This design comes from an exercise in tuning for small area, a short achievable clock period and few clock cycles on the open sky130 flow, not from production work. Power and IR drop assume default switching activity.

==> flow/design.v <==
`default_nettype none
module swt_front #(
	parameter int NUM_TIMERS = 32
) (
	input  wire logic         clk,
	input  wire logic         arst_n,
	input  wire logic         push,
	output      logic         full,
	input  wire logic [1:0]   mode,
	input  wire logic [4:0]   timer_id,
	input  wire logic [15:0]  deadline,
	input  wire logic [7:0]   payload,
	input  wire logic         cmd_take,
	output      logic         cmd_valid,
	output      logic [1:0]   cmd_op,
	output      logic [NUM_TIMERS-1:0] cmd_sel,
	output      logic [15:0]  cmd_deadline,
	output      logic [7:0]   cmd_payload
);
	logic        sk_v;
	logic [1:0]  sk_op;
	logic [4:0]  sk_id;
	logic [15:0] sk_dl;
	logic [7:0]  sk_pl;
	logic        acc;
	logic [4:0]  ld_id;
	logic        hd_load;
	assign full    = sk_v;
	assign acc     = push && !sk_v && (mode != 2'd3);
	assign hd_load = !cmd_valid || cmd_take;
	assign ld_id   = sk_v ? sk_id : timer_id;
	always_ff @(posedge clk) begin
		if (hd_load) begin
			cmd_op       <= sk_v ? sk_op : mode;
			for (int i = 0; i < NUM_TIMERS; i++) begin
				cmd_sel[i] <= (ld_id == 5'(i));
			end
			cmd_deadline <= sk_v ? sk_dl : deadline;
			cmd_payload  <= sk_v ? sk_pl : payload;
		end
		if (!sk_v) begin
			sk_op <= mode;
			sk_id <= timer_id;
			sk_dl <= deadline;
			sk_pl <= payload;
		end
	end
	always_ff @(posedge clk or negedge arst_n) begin
		if (!arst_n) begin
			cmd_valid <= 1'b0;
			sk_v      <= 1'b0;
		end else begin
			if (hd_load) begin
				cmd_valid <= sk_v || acc;
				sk_v      <= 1'b0;
			end else if (acc) begin
				sk_v      <= 1'b1;
			end
		end
	end
endmodule
`default_nettype wire
`default_nettype none
module swt_res_fifo (
	input  wire logic         clk,
	input  wire logic         arst_n,
	input  wire logic         res_push,
	input  wire logic [4:0]   res_id,
	input  wire logic [7:0]   res_payload,
	input  wire logic         res_last,
	output      logic         res_full,
	input  wire logic         pop,
	output      logic         empty,
	output      logic [4:0]   out_id,
	output      logic [7:0]   out_payload,
	output      logic         out_last
);
	logic       o_v;
	logic       sk_v;
	logic [4:0] sk_id;
	logic [7:0] sk_pl;
	logic       sk_last;
	logic       o_load;
	assign empty    = !o_v;
	assign res_full = sk_v;
	assign o_load   = !o_v || pop;
	always_ff @(posedge clk) begin
		if (o_load) begin
			out_id      <= sk_v ? sk_id   : res_id;
			out_payload <= sk_v ? sk_pl   : res_payload;
			out_last    <= sk_v ? sk_last : res_last;
		end
		if (!sk_v) begin
			sk_id   <= res_id;
			sk_pl   <= res_payload;
			sk_last <= res_last;
		end
	end
	always_ff @(posedge clk or negedge arst_n) begin
		if (!arst_n) begin
			o_v  <= 1'b0;
			sk_v <= 1'b0;
		end else begin
			if (o_load) begin
				o_v  <= sk_v || res_push;
				sk_v <= 1'b0;
			end else if (res_push) begin
				sk_v <= 1'b1;
			end
		end
	end
endmodule
`default_nettype wire
`default_nettype none
module swt_back #(
	parameter int NUM_TIMERS = 32
) (
	input  wire logic         clk,
	input  wire logic         arst_n,
	input  wire logic         cmd_valid,
	input  wire logic [1:0]   cmd_op,
	input  wire logic [NUM_TIMERS-1:0] cmd_sel,
	input  wire logic [15:0]  cmd_deadline,
	input  wire logic [7:0]   cmd_payload,
	output      logic         cmd_take,
	input  wire logic         res_full,
	output      logic         res_push,
	output      logic [4:0]   res_id,
	output      logic [7:0]   res_payload,
	output      logic         res_last
);
	localparam logic [1:0] OP_TICK   = 2'd0;
	localparam logic [1:0] OP_ARM    = 2'd1;
	localparam logic [1:0] OP_CANCEL = 2'd2;
	logic [15:0]           nxt_q;
	logic [NUM_TIMERS-1:0] active_q;
	logic [NUM_TIMERS-1:0] pend1_q;
	logic [NUM_TIMERS-1:0] pend2_q;
	logic [NUM_TIMERS-1:0] sel_q;
	logic                  p1v_q;
	logic                  p2v_q;
	logic                  selv_q;
	logic                  last_q;
	logic [15:0]           dl_mem [0:NUM_TIMERS-1];
	logic [7:0]            pl_mem [0:NUM_TIMERS-1];
	logic [NUM_TIMERS-1:0] due;
	logic [NUM_TIMERS-1:0] fire;
	logic [NUM_TIMERS-1:0] rest;
	logic [NUM_TIMERS-1:0] src;
	logic [NUM_TIMERS-1:0] src_low;
	logic                  src_one;
	logic [NUM_TIMERS-1:0] busy;
	logic [15:0]           wr_dl;
	logic                  any_fire;
	logic                  p1_free;
	logic                  is_tick;
	logic                  is_arm;
	logic                  is_cancel;
	logic                  tick_go;
	logic                  arm_go;
	assign is_tick   = cmd_valid && (cmd_op == OP_TICK);
	assign is_arm    = cmd_valid && (cmd_op == OP_ARM);
	assign is_cancel = cmd_valid && (cmd_op == OP_CANCEL);
	assign busy      = pend1_q | pend2_q;
	assign tick_go   = is_tick && (!p2v_q || p1_free);
	assign arm_go    = is_arm && !(|(busy & cmd_sel));
	assign cmd_take  = tick_go || arm_go || is_cancel;
	assign wr_dl     = (cmd_deadline < nxt_q) ? nxt_q : cmd_deadline;
	always_comb begin
		for (int i = 0; i < NUM_TIMERS; i++) begin
			due[i] = active_q[i] && (dl_mem[i] == nxt_q);
		end
		fire     = tick_go ? due : '0;
		any_fire = |fire;
	end
	always_comb begin
		res_id      = '0;
		res_payload = '0;
		for (int i = 0; i < NUM_TIMERS; i++) begin
			if (sel_q[i]) begin
				res_id      = res_id | 5'(i);
				res_payload = res_payload | pl_mem[i];
			end
		end
		res_last = last_q;
		res_push = selv_q && !res_full;
		p1_free  = !p1v_q || (res_push && last_q);
	end
	always_comb begin
		logic seen;
		logic two;
		rest = pend1_q & ~sel_q;
		if (p1_free) begin
			src = pend2_q;
		end else if (res_push) begin
			src = rest;
		end else begin
			src = pend1_q;
		end
		seen = 1'b0;
		two  = 1'b0;
		for (int i = 0; i < NUM_TIMERS; i++) begin
			src_low[i] = src[i] && !seen;
			two        = two || (src[i] && seen);
			seen       = seen || src[i];
		end
		src_one = !two;
	end
	always_ff @(posedge clk) begin
		for (int i = 0; i < NUM_TIMERS; i++) begin
			if (arm_go && cmd_sel[i]) begin
				dl_mem[i] <= wr_dl;
				pl_mem[i] <= cmd_payload;
			end
		end
	end
	always_ff @(posedge clk or negedge arst_n) begin
		if (!arst_n) begin
			nxt_q    <= 16'd1;
			active_q <= '0;
			pend1_q  <= '0;
			pend2_q  <= '0;
			sel_q    <= '0;
			p1v_q    <= 1'b0;
			p2v_q    <= 1'b0;
			selv_q   <= 1'b0;
			last_q   <= 1'b0;
		end else begin
			if (tick_go) begin
				nxt_q <= nxt_q + 1'b1;
			end
			for (int i = 0; i < NUM_TIMERS; i++) begin
				if (arm_go && cmd_sel[i]) begin
					active_q[i] <= 1'b1;
				end else if (is_cancel && cmd_sel[i]) begin
					active_q[i] <= 1'b0;
				end else if (fire[i]) begin
					active_q[i] <= 1'b0;
				end
			end
			sel_q  <= src_low;
			last_q <= src_one;
			if (p1_free) begin
				pend1_q <= p2v_q ? pend2_q : fire;
				p1v_q   <= p2v_q || any_fire;
				selv_q  <= p2v_q;
				pend2_q <= p2v_q ? fire : '0;
				p2v_q   <= p2v_q && any_fire;
			end else begin
				pend1_q <= res_push ? rest : pend1_q;
				selv_q  <= 1'b1;
				pend2_q <= pend2_q | fire;
				p2v_q   <= p2v_q || any_fire;
			end
		end
	end
endmodule
`default_nettype wire
`default_nettype none
module software_timer_expiry_scan #(
	parameter int NUM_TIMERS = 32
) (
	input  wire logic         clk,
	input  wire logic         arst_n,
	input  wire logic         push,
	output      logic         full,
	input  wire logic [1:0]   mode,
	input  wire logic [4:0]   timer_id,
	input  wire logic [15:0]  deadline,
	input  wire logic [7:0]   payload,
	output      logic         empty,
	input  wire logic         pop,
	output      logic [4:0]   fired_timer,
	output      logic [7:0]   fired_payload,
	output      logic         last
);
	logic [1:0]  cmd_op;
	logic [NUM_TIMERS-1:0] cmd_sel;
	logic [15:0] cmd_deadline;
	logic [7:0]  cmd_payload;
	logic        cmd_valid;
	logic        cmd_take;
	logic [4:0]  res_id;
	logic [7:0]  res_payload;
	logic        res_last;
	logic        res_push;
	logic        res_full;
	swt_front #(
		.NUM_TIMERS(NUM_TIMERS)
	) u_front (
		.clk          (clk),
		.arst_n       (arst_n),
		.push         (push),
		.full         (full),
		.mode         (mode),
		.timer_id     (timer_id),
		.deadline     (deadline),
		.payload      (payload),
		.cmd_take     (cmd_take),
		.cmd_valid    (cmd_valid),
		.cmd_op       (cmd_op),
		.cmd_sel      (cmd_sel),
		.cmd_deadline (cmd_deadline),
		.cmd_payload  (cmd_payload)
	);
	swt_back #(
		.NUM_TIMERS(NUM_TIMERS)
	) u_back (
		.clk          (clk),
		.arst_n       (arst_n),
		.cmd_valid    (cmd_valid),
		.cmd_op       (cmd_op),
		.cmd_sel      (cmd_sel),
		.cmd_deadline (cmd_deadline),
		.cmd_payload  (cmd_payload),
		.cmd_take     (cmd_take),
		.res_full     (res_full),
		.res_push     (res_push),
		.res_id       (res_id),
		.res_payload  (res_payload),
		.res_last     (res_last)
	);
	swt_res_fifo u_res_fifo (
		.clk         (clk),
		.arst_n      (arst_n),
		.res_push    (res_push),
		.res_id      (res_id),
		.res_payload (res_payload),
		.res_last    (res_last),
		.res_full    (res_full),
		.pop         (pop),
		.empty       (empty),
		.out_id      (fired_timer),
		.out_payload (fired_payload),
		.out_last    (last)
	);
endmodule
`default_nettype wire
Settings: LEC_CHECK=0, ABC_CLOCK_PERIOD_IN_PS=2700, CAP_MARGIN=20, CORE_MARGIN=2, CORE_UTILIZATION=40, SETUP_SLACK_MARGIN=3.3, SLEW_MARGIN=20; clock period 6.0 ns.
run.sh (not shown) runs the stock make flow with config.mk's settings and CLKGATE_MAP_FILE= SYNTH_SCRIPT=/design/flow/synth_recipe.tcl, a recipe that flattens the netlist after the stock synthesis.
Rerun with:
--- a/flow/design.v
+++ b/flow/design.v
@@ -12,33 +12,39 @@
 	input  wire logic [7:0]   payload,
 	input  wire logic         cmd_take,
 	output      logic         cmd_valid,
 	output      logic [1:0]   cmd_op,
 	output      logic [NUM_TIMERS-1:0] cmd_sel,
 	output      logic [15:0]  cmd_deadline,
+	output      logic         cmd_early,
+	input  wire logic [15:0]  nxt,
+	input  wire logic         nxt_inc,
 	output      logic [7:0]   cmd_payload
 );
 	logic        sk_v;
 	logic [1:0]  sk_op;
 	logic [4:0]  sk_id;
 	logic [15:0] sk_dl;
 	logic [7:0]  sk_pl;
 	logic        acc;
 	logic [4:0]  ld_id;
+	logic [15:0] ld_dl;
 	logic        hd_load;
 	assign full    = sk_v;
 	assign acc     = push && !sk_v && (mode != 2'd3);
 	assign hd_load = !cmd_valid || cmd_take;
 	assign ld_id   = sk_v ? sk_id : timer_id;
+	assign ld_dl   = sk_v ? sk_dl : deadline;
 	always_ff @(posedge clk) begin
 		if (hd_load) begin
 			cmd_op       <= sk_v ? sk_op : mode;
 			for (int i = 0; i < NUM_TIMERS; i++) begin
 				cmd_sel[i] <= (ld_id == 5'(i));
 			end
-			cmd_deadline <= sk_v ? sk_dl : deadline;
+			cmd_deadline <= ld_dl;
+			cmd_early    <= nxt_inc ? (ld_dl <= nxt) : (ld_dl < nxt);
 			cmd_payload  <= sk_v ? sk_pl : payload;
 		end
 		if (!sk_v) begin
 			sk_op <= mode;
 			sk_id <= timer_id;
 			sk_dl <= deadline;
@@ -118,12 +124,15 @@
 	input  wire logic         clk,
 	input  wire logic         arst_n,
 	input  wire logic         cmd_valid,
 	input  wire logic [1:0]   cmd_op,
 	input  wire logic [NUM_TIMERS-1:0] cmd_sel,
 	input  wire logic [15:0]  cmd_deadline,
+	input  wire logic         cmd_early,
+	output      logic [15:0]  nxt,
+	output      logic         nxt_inc,
 	input  wire logic [7:0]   cmd_payload,
 	output      logic         cmd_take,
 	input  wire logic         res_full,
 	output      logic         res_push,
 	output      logic [4:0]   res_id,
 	output      logic [7:0]   res_payload,
@@ -162,13 +171,15 @@
 	assign is_arm    = cmd_valid && (cmd_op == OP_ARM);
 	assign is_cancel = cmd_valid && (cmd_op == OP_CANCEL);
 	assign busy      = pend1_q | pend2_q;
 	assign tick_go   = is_tick && (!p2v_q || p1_free);
 	assign arm_go    = is_arm && !(|(busy & cmd_sel));
 	assign cmd_take  = tick_go || arm_go || is_cancel;
-	assign wr_dl     = (cmd_deadline < nxt_q) ? nxt_q : cmd_deadline;
+	assign wr_dl     = cmd_early ? nxt_q : cmd_deadline;
+	assign nxt       = nxt_q;
+	assign nxt_inc   = tick_go;
 	always_comb begin
 		for (int i = 0; i < NUM_TIMERS; i++) begin
 			due[i] = active_q[i] && (dl_mem[i] == nxt_q);
 		end
 		fire     = tick_go ? due : '0;
 		any_fire = |fire;
@@ -274,12 +285,15 @@
 	output      logic [7:0]   fired_payload,
 	output      logic         last
 );
 	logic [1:0]  cmd_op;
 	logic [NUM_TIMERS-1:0] cmd_sel;
 	logic [15:0] cmd_deadline;
+	logic        cmd_early;
+	logic [15:0] nxt;
+	logic        nxt_inc;
 	logic [7:0]  cmd_payload;
 	logic        cmd_valid;
 	logic        cmd_take;
 	logic [4:0]  res_id;
 	logic [7:0]  res_payload;
 	logic        res_last;
@@ -298,23 +312,29 @@
 		.payload      (payload),
 		.cmd_take     (cmd_take),
 		.cmd_valid    (cmd_valid),
 		.cmd_op       (cmd_op),
 		.cmd_sel      (cmd_sel),
 		.cmd_deadline (cmd_deadline),
+		.cmd_early    (cmd_early),
+		.nxt          (nxt),
+		.nxt_inc      (nxt_inc),
 		.cmd_payload  (cmd_payload)
 	);
 	swt_back #(
 		.NUM_TIMERS(NUM_TIMERS)
 	) u_back (
 		.clk          (clk),
 		.arst_n       (arst_n),
 		.cmd_valid    (cmd_valid),
 		.cmd_op       (cmd_op),
 		.cmd_sel      (cmd_sel),
 		.cmd_deadline (cmd_deadline),
+		.cmd_early    (cmd_early),
+		.nxt          (nxt),
+		.nxt_inc      (nxt_inc),
 		.cmd_payload  (cmd_payload),
 		.cmd_take     (cmd_take),
 		.res_full     (res_full),
 		.res_push     (res_push),
 		.res_id       (res_id),
 		.res_payload  (res_payload),
Synthesized area stays flat.
Power falls by 14%.
Design area falls by 5.4%.
Via count falls by 6.1%.
Setup slack improved by 0.20 ns.
Synthesized cell count falls by 0.47%.
Wire length falls by 12%.
Register-to-register slack improved by 0.20 ns.
Sequential power falls by about 3%.
Global-route usage falls by 3.2 points.
Utilization falls by 3.3 points.
Count of clock-buffer cells in the layout falls by 5.
Sequential cell count rises by 1.
Non-clock buffer count falls by 133.
No functional check of the RTL was part of any run of this note.

[port drivers added, routing unchanged]
The results above use ideal ports. As a check the final layouts listed here were re-extracted and re-timed, cells and wires unchanged.
Step 1 assumes that a clkbuf_16 drives the clock port and a buf_2 every other input.
Step 2 moves the port delays by t, midway between the first and last clock arrival at a register: inputs arrive t later, outputs are due t later. That takes back most of the time a late clock gives input paths.
Slacks: no drivers / after step 1 / after step 2; pairs: no drivers / after step 1.
run | t (ns) | setup slack, ns | latest minus earliest clock arrival (ns) | worst register clock-pin slew, ns
the first run | 0.772 | 2.790 / 2.790 / 2.790 | 0.052 / 0.052 | 0.07 / 0.07
the second run | 0.758 | 2.992 / 2.992 / 2.701 | 0.040 / 0.040 | 0.07 / 0.07
After both steps setup and hold are still met in every run listed. The setup slack of the second run, which loses most, moves by 0.000 ns with the drivers and by -0.291 ns with both steps.
